Background: an optimization exercise with open tools, aiming at small area. Do not read the settings as production practice. In this exercise RTL edits were held to simulation tests only and were not proved equivalent to the original. Power figures rest on the tool's default switching activity, not on a simulated workload.

[flow/run.sh]
#!/bin/bash
# synth_recipe.tcl (not shown) runs the flow's synth.tcl, then flattens the netlist and writes it again
# the make line also repeats each setting of config.mk as NAME=value (left out here)
make -C /OpenROAD-flow-scripts/flow DESIGN_CONFIG=/design/flow/config.mk WORK_HOME=/design/flow/orfs CLKGATE_MAP_FILE= SYNTH_SCRIPT=/design/flow/synth_recipe.tcl finish
[flow/config.mk]
export PLATFORM = sky130hd
export DESIGN_NAME = fetch_top
export DESIGN_NICKNAME = fetch_top
export VERILOG_FILES = /design/flow/design.v
export SDC_FILE = /design/flow/constraint.sdc
export NUM_CORES = 4
export LEC_CHECK = 0
export CAP_MARGIN = 20
export CORE_MARGIN = 2
export CORE_UTILIZATION = 40
export SLEW_MARGIN = 20
[flow/constraint.sdc]
create_clock -name core_clock -period 9.0 [get_ports {clk_i}]
set_input_delay 1.8000 -clock core_clock [delete_from_list [all_inputs] [get_ports {clk_i}]]
set_output_delay 1.8000 -clock core_clock [all_outputs]
set_load 0.01 [all_outputs]
[flow/design.v]
package fetch_pkg;
    localparam int ADDR_WIDTH = 32;
    typedef logic [ADDR_WIDTH-1:0] addr_t;
    localparam addr_t INSTR_BYTES = 32'd4;
    localparam addr_t RESET_VECTOR = 32'h0000_0000;
    localparam int WORD_OFFSET_BITS = 2;
endpackage
package bpred_pkg;
    typedef enum logic [1:0] {
        STRONG_NT = 2'b00,
        WEAK_NT   = 2'b01,
        WEAK_T    = 2'b10,
        STRONG_T  = 2'b11
    } ctr_t;
    localparam ctr_t CTR_ALLOC = WEAK_T;
    localparam int DEFAULT_INDEX_WIDTH = 4;
    localparam int DEFAULT_BANK_BITS = 1;
endpackage
module bank_router #(
    parameter int INDEX_WIDTH = bpred_pkg::DEFAULT_INDEX_WIDTH,
    parameter int BANK_BITS   = bpred_pkg::DEFAULT_BANK_BITS
) (
    input  fetch_pkg::addr_t                     lookup_pc_i,
    input  logic                                 resolve_valid_i,
    input  fetch_pkg::addr_t                     resolve_pc_i,
    input  logic                                 resolve_taken_i,
    input  fetch_pkg::addr_t                     resolve_target_i,
    output logic [INDEX_WIDTH-1:0]               lookup_index_o,
    output logic [fetch_pkg::ADDR_WIDTH-fetch_pkg::WORD_OFFSET_BITS-BANK_BITS-INDEX_WIDTH-1:0]
                                                 lookup_tag_o,
    output logic [INDEX_WIDTH-1:0]               upd_index_o,
    output logic [fetch_pkg::ADDR_WIDTH-fetch_pkg::WORD_OFFSET_BITS-BANK_BITS-INDEX_WIDTH-1:0]
                                                 upd_tag_o,
    output fetch_pkg::addr_t                     upd_target_o,
    output logic                                 upd_taken_o,
    output logic [(1 << BANK_BITS)-1:0]          upd_en_o
);
    localparam int BANK_LSB  = fetch_pkg::WORD_OFFSET_BITS;
    localparam int INDEX_LSB = BANK_LSB + BANK_BITS;
    localparam int TAG_LSB   = INDEX_LSB + INDEX_WIDTH;
    localparam int TAG_WIDTH = fetch_pkg::ADDR_WIDTH - TAG_LSB;
    logic [BANK_BITS-1:0] upd_bank;
    assign lookup_index_o = lookup_pc_i[INDEX_LSB +: INDEX_WIDTH];
    assign lookup_tag_o   = lookup_pc_i[TAG_LSB +: TAG_WIDTH];
    assign upd_bank     = resolve_pc_i[BANK_LSB +: BANK_BITS];
    assign upd_index_o  = resolve_pc_i[INDEX_LSB +: INDEX_WIDTH];
    assign upd_tag_o    = resolve_pc_i[TAG_LSB +: TAG_WIDTH];
    assign upd_target_o = resolve_target_i;
    assign upd_taken_o  = resolve_taken_i;
    always_comb begin
        upd_en_o = '0;
        if (resolve_valid_i) begin
            upd_en_o[upd_bank] = 1'b1;
        end
    end
endmodule
module predictor_bank #(
    parameter int INDEX_WIDTH = bpred_pkg::DEFAULT_INDEX_WIDTH,
    parameter int TAG_WIDTH   = fetch_pkg::ADDR_WIDTH - fetch_pkg::WORD_OFFSET_BITS
                                - bpred_pkg::DEFAULT_BANK_BITS
                                - bpred_pkg::DEFAULT_INDEX_WIDTH
) (
    input  logic                   clk_i,
    input  logic                   rst_i,
    input  logic [INDEX_WIDTH-1:0] lookup_index_i,
    input  logic [TAG_WIDTH-1:0]   lookup_tag_i,
    input  logic                   upd_en_i,
    input  logic [INDEX_WIDTH-1:0] upd_index_i,
    input  logic [TAG_WIDTH-1:0]   upd_tag_i,
    input  fetch_pkg::addr_t       upd_target_i,
    input  logic                   upd_taken_i,
    output logic                   hit_o,
    output bpred_pkg::ctr_t        ctr_o,
    output fetch_pkg::addr_t       target_o
);
    localparam int DEPTH = 1 << INDEX_WIDTH;
    logic [DEPTH-1:0]     valid_q;
    logic [TAG_WIDTH-1:0] tag_q    [DEPTH];
    fetch_pkg::addr_t     target_q [DEPTH];
    bpred_pkg::ctr_t      ctr_q    [DEPTH];
    logic            upd_hit;
    logic            upd_alloc;
    bpred_pkg::ctr_t upd_ctr;
    bpred_pkg::ctr_t ctr_next;
    assign hit_o    = valid_q[lookup_index_i] && (tag_q[lookup_index_i] == lookup_tag_i);
    assign ctr_o    = ctr_q[lookup_index_i];
    assign target_o = target_q[lookup_index_i];
    assign upd_hit   = valid_q[upd_index_i] && (tag_q[upd_index_i] == upd_tag_i);
    assign upd_alloc = upd_en_i && !upd_hit && upd_taken_i;
    assign upd_ctr   = ctr_q[upd_index_i];
    always_comb begin
        ctr_next = upd_ctr;
        if (upd_taken_i) begin
            if (upd_ctr != bpred_pkg::STRONG_T) begin
                ctr_next = bpred_pkg::ctr_t'(upd_ctr + 2'b01);
            end
        end else begin
            if (upd_ctr != bpred_pkg::STRONG_NT) begin
                ctr_next = bpred_pkg::ctr_t'(upd_ctr - 2'b01);
            end
        end
    end
    always_ff @(posedge clk_i or posedge rst_i) begin
        if (rst_i) begin
            valid_q <= '0;
        end else if (upd_alloc) begin
            valid_q[upd_index_i] <= 1'b1;
        end
    end
    always_ff @(posedge clk_i) begin
        if (upd_en_i && upd_hit) begin
            ctr_q[upd_index_i] <= ctr_next;
            if (upd_taken_i) begin
                target_q[upd_index_i] <= upd_target_i;
            end
        end else if (upd_alloc) begin
            tag_q[upd_index_i]    <= upd_tag_i;
            target_q[upd_index_i] <= upd_target_i;
            ctr_q[upd_index_i]    <= bpred_pkg::CTR_ALLOC;
        end
    end
endmodule
module pc_unit #(
    parameter int BANK_BITS = bpred_pkg::DEFAULT_BANK_BITS
) (
    input  logic                                       clk_i,
    input  logic                                       rst_i,
    input  logic                                       stall_i,
    input  logic [(1 << BANK_BITS)-1:0]                bank_hit_i,
    input  bpred_pkg::ctr_t [(1 << BANK_BITS)-1:0]     bank_ctr_i,
    input  fetch_pkg::addr_t [(1 << BANK_BITS)-1:0]    bank_target_i,
    input  logic                                       resolve_valid_i,
    input  fetch_pkg::addr_t                           resolve_pc_i,
    input  logic                                       resolve_taken_i,
    input  logic                                       resolve_pred_i,
    input  fetch_pkg::addr_t                           resolve_target_i,
    output fetch_pkg::addr_t                           lookup_pc_o,
    output fetch_pkg::addr_t                           fetch_pc_o,
    output logic                                       pred_taken_o,
    output logic                                       flush_o
);
    fetch_pkg::addr_t     pc_q;
    fetch_pkg::addr_t     pc_next;
    fetch_pkg::addr_t     pc_plus4;
    fetch_pkg::addr_t     correction;
    logic [BANK_BITS-1:0] bank_sel;
    logic                 sel_hit;
    bpred_pkg::ctr_t      sel_ctr;
    fetch_pkg::addr_t     sel_target;
    assign lookup_pc_o = pc_q;
    assign fetch_pc_o  = pc_q;
    assign pc_plus4    = pc_q + fetch_pkg::INSTR_BYTES;
    assign bank_sel   = pc_q[fetch_pkg::WORD_OFFSET_BITS +: BANK_BITS];
    assign sel_hit    = bank_hit_i[bank_sel];
    assign sel_ctr    = bank_ctr_i[bank_sel];
    assign sel_target = bank_target_i[bank_sel];
    assign pred_taken_o = sel_hit && sel_ctr[1];
    assign flush_o = resolve_valid_i && (resolve_pred_i != resolve_taken_i);
    assign correction = resolve_taken_i ? resolve_target_i
                                        : resolve_pc_i + fetch_pkg::INSTR_BYTES;
    always_comb begin
        if (flush_o) begin
            pc_next = correction;
        end else if (stall_i) begin
            pc_next = pc_q;
        end else if (pred_taken_o) begin
            pc_next = sel_target;
        end else begin
            pc_next = pc_plus4;
        end
    end
    always_ff @(posedge clk_i or posedge rst_i) begin
        if (rst_i) begin
            pc_q <= fetch_pkg::RESET_VECTOR;
        end else begin
            pc_q <= pc_next;
        end
    end
endmodule
module fetch_top #(
    parameter int INDEX_WIDTH = bpred_pkg::DEFAULT_INDEX_WIDTH,
    parameter int BANK_BITS   = bpred_pkg::DEFAULT_BANK_BITS
) (
    input  logic             clk_i,
    input  logic             rst_i,
    input  logic             stall_i,
    input  logic             resolve_valid_i,
    input  fetch_pkg::addr_t resolve_pc_i,
    input  logic             resolve_taken_i,
    input  logic             resolve_pred_i,
    input  fetch_pkg::addr_t resolve_target_i,
    output fetch_pkg::addr_t fetch_pc_o,
    output logic             pred_taken_o,
    output logic             flush_o
);
    localparam int NUM_BANKS = 1 << BANK_BITS;
    localparam int TAG_WIDTH = fetch_pkg::ADDR_WIDTH - fetch_pkg::WORD_OFFSET_BITS
                               - BANK_BITS - INDEX_WIDTH;
    fetch_pkg::addr_t                   lookup_pc;
    logic [INDEX_WIDTH-1:0]             lookup_index;
    logic [TAG_WIDTH-1:0]               lookup_tag;
    logic [INDEX_WIDTH-1:0]             upd_index;
    logic [TAG_WIDTH-1:0]               upd_tag;
    fetch_pkg::addr_t                   upd_target;
    logic                               upd_taken;
    logic [NUM_BANKS-1:0]               upd_en;
    logic [NUM_BANKS-1:0]               bank_hit;
    bpred_pkg::ctr_t [NUM_BANKS-1:0]    bank_ctr;
    fetch_pkg::addr_t [NUM_BANKS-1:0]   bank_target;
    bank_router #(
        .INDEX_WIDTH (INDEX_WIDTH),
        .BANK_BITS   (BANK_BITS)
    ) bank_router_i (
        .lookup_pc_i      (lookup_pc),
        .resolve_valid_i  (resolve_valid_i),
        .resolve_pc_i     (resolve_pc_i),
        .resolve_taken_i  (resolve_taken_i),
        .resolve_target_i (resolve_target_i),
        .lookup_index_o   (lookup_index),
        .lookup_tag_o     (lookup_tag),
        .upd_index_o      (upd_index),
        .upd_tag_o        (upd_tag),
        .upd_target_o     (upd_target),
        .upd_taken_o      (upd_taken),
        .upd_en_o         (upd_en)
    );
    for (genvar b = 0; b < NUM_BANKS; b++) begin : g_bank
        predictor_bank #(
            .INDEX_WIDTH (INDEX_WIDTH),
            .TAG_WIDTH   (TAG_WIDTH)
        ) predictor_bank_i (
            .clk_i          (clk_i),
            .rst_i          (rst_i),
            .lookup_index_i (lookup_index),
            .lookup_tag_i   (lookup_tag),
            .upd_en_i       (upd_en[b]),
            .upd_index_i    (upd_index),
            .upd_tag_i      (upd_tag),
            .upd_target_i   (upd_target),
            .upd_taken_i    (upd_taken),
            .hit_o          (bank_hit[b]),
            .ctr_o          (bank_ctr[b]),
            .target_o       (bank_target[b])
        );
    end
    pc_unit #(
        .BANK_BITS (BANK_BITS)
    ) pc_unit_i (
        .clk_i            (clk_i),
        .rst_i            (rst_i),
        .stall_i          (stall_i),
        .bank_hit_i       (bank_hit),
        .bank_ctr_i       (bank_ctr),
        .bank_target_i    (bank_target),
        .resolve_valid_i  (resolve_valid_i),
        .resolve_pc_i     (resolve_pc_i),
        .resolve_taken_i  (resolve_taken_i),
        .resolve_pred_i   (resolve_pred_i),
        .resolve_target_i (resolve_target_i),
        .lookup_pc_o      (lookup_pc),
        .fetch_pc_o       (fetch_pc_o),
        .pred_taken_o     (pred_taken_o),
        .flush_o          (flush_o)
    );
endmodule
==> impl_metrics.py <==
metrics = {
    "status": {
        "run_status": "finished clean",
    },
    "clock_network": {
        "clock_path_buffers": 3,
        "insertion_delay_ns": 0.87,
        "hold_buffers": 0,
        "cts_sinks": 1952,
        "h-tree-depth": 4,
        "cts_setup_buffers": 0,
        "cts_root_buf": "clkbuf_16",
        "post_cts_resized": 0,
        "cts_tree": "yes",
        "cts_buffers": 199,
        "path_clk_slew_ns": 0.06,
    },
    "floorplanning": {
        "die_x_um": 467,
        "core_um2": 213000,
        "start_util_pct": 40.3,
        "die_y_um": 467,
        "io_pins": 104,
        "row_count": 169,
        "die_area_um2": 218000,
    },
    "pwr": {
        "vdd.ir_drop.worst_v": 0.000244,
        "p_leak_uw": 0.0304,
        "p_per_area_nw_per_um2": 239,
        "internal_power_uw": 16600,
        "p_sw_uw": 6670,
        "p_clk_share_pct": 33.7,
        "switching_share_pct": 28.7,
        "p_seq_share_pct": 44.5,
        "power_frac_comb_pct": 21.7,
    },
    "logic_synthesis": {
        "synth-seq-area-share_pct": 68.0,
        "synth_area_per_cell_um2": 19.8,
        "ys_ff_latch": 1952,
        "synth.distinct_cells": 86,
        "synth_nets": 4397,
        "yosysWarnings": 3,
        "synthesis.instances": 4320,
        "synth_edf_count": 1888,
        "ys_async_sr_fraction_pct": 3.28,
        "synthFlopType": "edfxtp_1",
        "netlist_area_um2": 85700,
    },
    "sta": {
        "tightest_slew_ns": 1.13,
        "clock_skew_ns": 0.0305,
        "setup_violations": 0,
        "min_period_over_period_pct": 90.5,
        "final_max_slew_viol_count": 0,
        "slew_headroom_pct": 24.5,
        "min_period_ns": 8.15,
        "rsz0062_at_grt": "no",
        "fin_hold_ws_ns": 0.483,
        "setup_tns_ns": 0,
        "finalHoldViolations": 0,
        "fmax_mhz": 123,
    },
    "critical_path": {
        "critical_path_class": "flop to primary output",
        "crit_required_ns": 7.20,
        "critPathBufInv": 3,
        "r2r_slack_ns": 2.52,
        "r2r-start": "pc_unit_i.pc_q[3]$_DFFE_PP0P_",
        "worst_path_most_repeated_cell": "or4_1",
        "cp-start-kind": "flop",
        "end_kind": "primary output",
        "critPathArrivalTime_ns": 6.35,
        "reg2reg_depth": 10,
        "crit_family": "buffers and inverters",
        "reg2reg_to": "pc_unit_i.pc_q[8]$_DFFE_PP0P_",
        "cp_cell_sequence": "clkinv_1 -> buf_4 -> mux2i_1 -> a2111oi_0 -> a41oi_1 -> or4_1 -> or4_1 -> o41ai_4 -> clkdlybuf4s50_1",
        "critPathMaxFanout": 22,
        "cpMaxStageDelayCell": "clkinv_1",
        "slowest_delay_ns": 0.94,
    },
    "place": {
        "io_buffer_count": 103,
        "post-dp-hpwl_mm": 162,
        "finalWeightedCongestion": 0.948,
    },
    "grt": {
        "grt.met1_usage_pct": 33.9,
        "grt_max_degree": 104,
        "grt_util_all_layers_pct": 24.8,
        "met3_usage_pct": 5.18,
        "met2_usage_pct": 39.2,
        "grt_pass1_vias": 47300,
        "antenna_found_initial": 15,
        "globalRouteOverflowTotal": 0,
        "grt-busiest-layer": "met2",
        "grt_pass1_wl_mm": 378,
    },
    "detailed_routing": {
        "vias": 47400,
        "routed_wirelength_mm": 271,
        "dr.pass1.iters": 7,
        "vias_per_cell": 6.32,
        "drt_iter0_drc": 6839,
        "postRouteAntennaNets": 0,
        "wl_per_cell_um": 36.2,
        "drc": 0,
    },
    "hold_path": {
        "worstHoldPathCells": 1,
        "min_path_type": "flop to flop",
        "min_from": "g_bank[1].predictor_bank_i.valid_q[6]$_DFFE_PP0P_",
        "min_to": "g_bank[1].predictor_bank_i.valid_q[6]$_DFFE_PP0P_",
    },
    "finish": {
        "area_growth_pct": 13.2,
        "fin_nets": 4607,
        "final_util_pct": 45.7,
        "mostFrequentLayoutCells": "1888 x edfxtp_1, 750 x mux4_2, 199 x clkbuf_16",
        "mostFrequentLayoutCell": "edfxtp_1",
        "drive_gt1_share_pct": 29.7,
    },
    "flow_run": {
        "cap_violations": 0,
    },
}
## per-stage QoR
stage / std cells / power (uW) / area, um2 / worst slack, ns
after floorplan: 4320 / 13700 / 85700 / 2.82
after global placement: 7147 / 15500 / 90900 / 1.35
after detailed placement: 7148 / 15500 / 91000 / 1.73
after CTS: 7499 / 23300 / 97000 / 0.861
after global routing: 7501 / 23900 / 97000 / 0.757
final: 7504 / 23200 / 97000 / 0.851
## cell usage after synthesis (29+ instances only)
cell type / number / share of area, %
nor2_1: 154 / 0.67
buf_2: 71 / 0.41
xor2_1: 61 / 0.62
nor3_1: 34 / 0.20
o22ai_1: 35 / 0.26
mux2_2: 53 / 0.70
a21o_1: 30 / 0.26
dfrtp_1: 64 / 1.9
a21oi_1: 67 / 0.39
nor2b_1: 42 / 0.31
edfxtp_1: 1888 / 66
a22oi_1: 38 / 0.33
mux4_2: 750 / 20
nand3_1: 47 / 0.27
xnor2_1: 61 / 0.62
and3_1: 29 / 0.21
clkbuf_1: 129 / 0.56
nand2_1: 104 / 0.46
o21ai_0: 53 / 0.31
buf_1: 55 / 0.24
mux2i_1: 178 / 2.1
## power by group through the flow
stage                     clock, uW  combinational, uW  sequential, uW
after floorplan                   0               3390           10300
after global placement            0               5000           10500
after detailed placement          0               5020           10500
after CTS                      7940               5040           10300
after global routing           8290               5270           10300
final                          7840               5050           10300
## worst reg2reg max path, stage by stage, from the launching register on
cell and delay, ns:
dfrtp_4 0.89, buf_4 0.62, buf_4 0.89, buf_4 0.85, buf_4 0.86, mux4_2 0.64, mux4_2 0.48, nor2b_1 0.17
a211oi_1 0.54, mux2i_1 0.16, a31o_2 0.26
## layer usage
layer / up-vias / share of wire (%)
li1: 18700 / -
met1: 25500 / 39
met2: 2693 / 47
met3: 516 / 9.1
met4: 12 / 4.3
met5: - / 0.080
## state kept, by name, summed over array words and instances (netlist names)
signal and cells:
g_bank.predictor_bank_i.tag_q 800, g_bank.predictor_bank_i.valid_q 32, pc_unit_i.pc_q 32, g_bank.predictor_bank_i.ctr_q 64, g_bank.predictor_bank_i.target_q 1024
## final cells by class
| cell class | instances | area, um2 |
|---|---|---|
| clock buffer | 246 | 5160 |
| antenna | 3 | 7.51 |
| clock inverter | 105 | 881 |
| sequential | 1952 | 58300 |
| multi-input combinational | 2037 | 26400 |
| fill | 17800 | 115000 |
| inverter | 33 | 133 |
| tap | 2821 | 3530 |
| timing repair buffer | 307 | 2640 |
## how the worst max path moves through the flow
stage	end	start	cells past startpoint	slack (ns)
6_report	pred_taken_o	pc_unit_i.pc_q[3]$_DFFE_PP0P_	9	0.85
5_1_grt	pred_taken_o	pc_unit_i.pc_q[3]$_DFFE_PP0P_	9	0.76
4_1_cts	pred_taken_o	pc_unit_i.pc_q[3]$_DFFE_PP0P_	9	0.86
3_3_place_gp	pred_taken_o	pc_unit_i.pc_q[3]$_DFFE_PP0P_	10	1.35
2_1_floorplan	g_bank[1].predictor_bank_i.tag_q[0][0]$_DFFE_PP_	resolve_pc_i[3]	13	2.82
3_5_place_dp	g_bank[0].predictor_bank_i.tag_q[0][14]$_DFFE_PP_	resolve_pc_i[3]	11	1.73
## cell families (layout without fill, tap and decap cells)
family,after synthesis,count (layout),synth area share (%)
compound gates,381,381,3.05
xor+xnor,122,122,1.25
fa+ha+maj,9,9,0.126
buf+inv,331,691,1.88
flops,1952,1952,68.0
mux,982,982,22.5
other cells,0,3,0
simple gates,543,543,3.21

==> static timing again, ports no longer ideal <==
In the flow no input, the clock included, has a driving cell. The finished layout below was timed again as built, in two steps.
Step 1 (the two cells are an assumption about what drives the block):
set clk [get_ports {clk_i}]
set_driving_cell -lib_cell sky130_fd_sc_hd__clkbuf_16 $clk
set_driving_cell -lib_cell sky130_fd_sc_hd__buf_2 [delete_from_list [all_inputs] $clk]
Step 2, shift: input delay + t, output delay - t, t = (earliest + latest rising clock arrival at the registers) / 2. This alone moves slack from input paths to output paths.
a / b / c = ideal ports / drivers / drivers and shift; a / b = the first two.
shift t [ns]: 0.943
setup WS [ns]: 0.851 / 0.762 / 1.580
hold slack, ns: 0.483 / 0.483 / 0.483
worst data-port slew with drivers (ns): 0.11
pins driven straight from the clock port: 1
After both steps this run still meets setup and hold. The setup slack of this run moves by -0.089 ns with the drivers and by +0.729 ns with both steps.
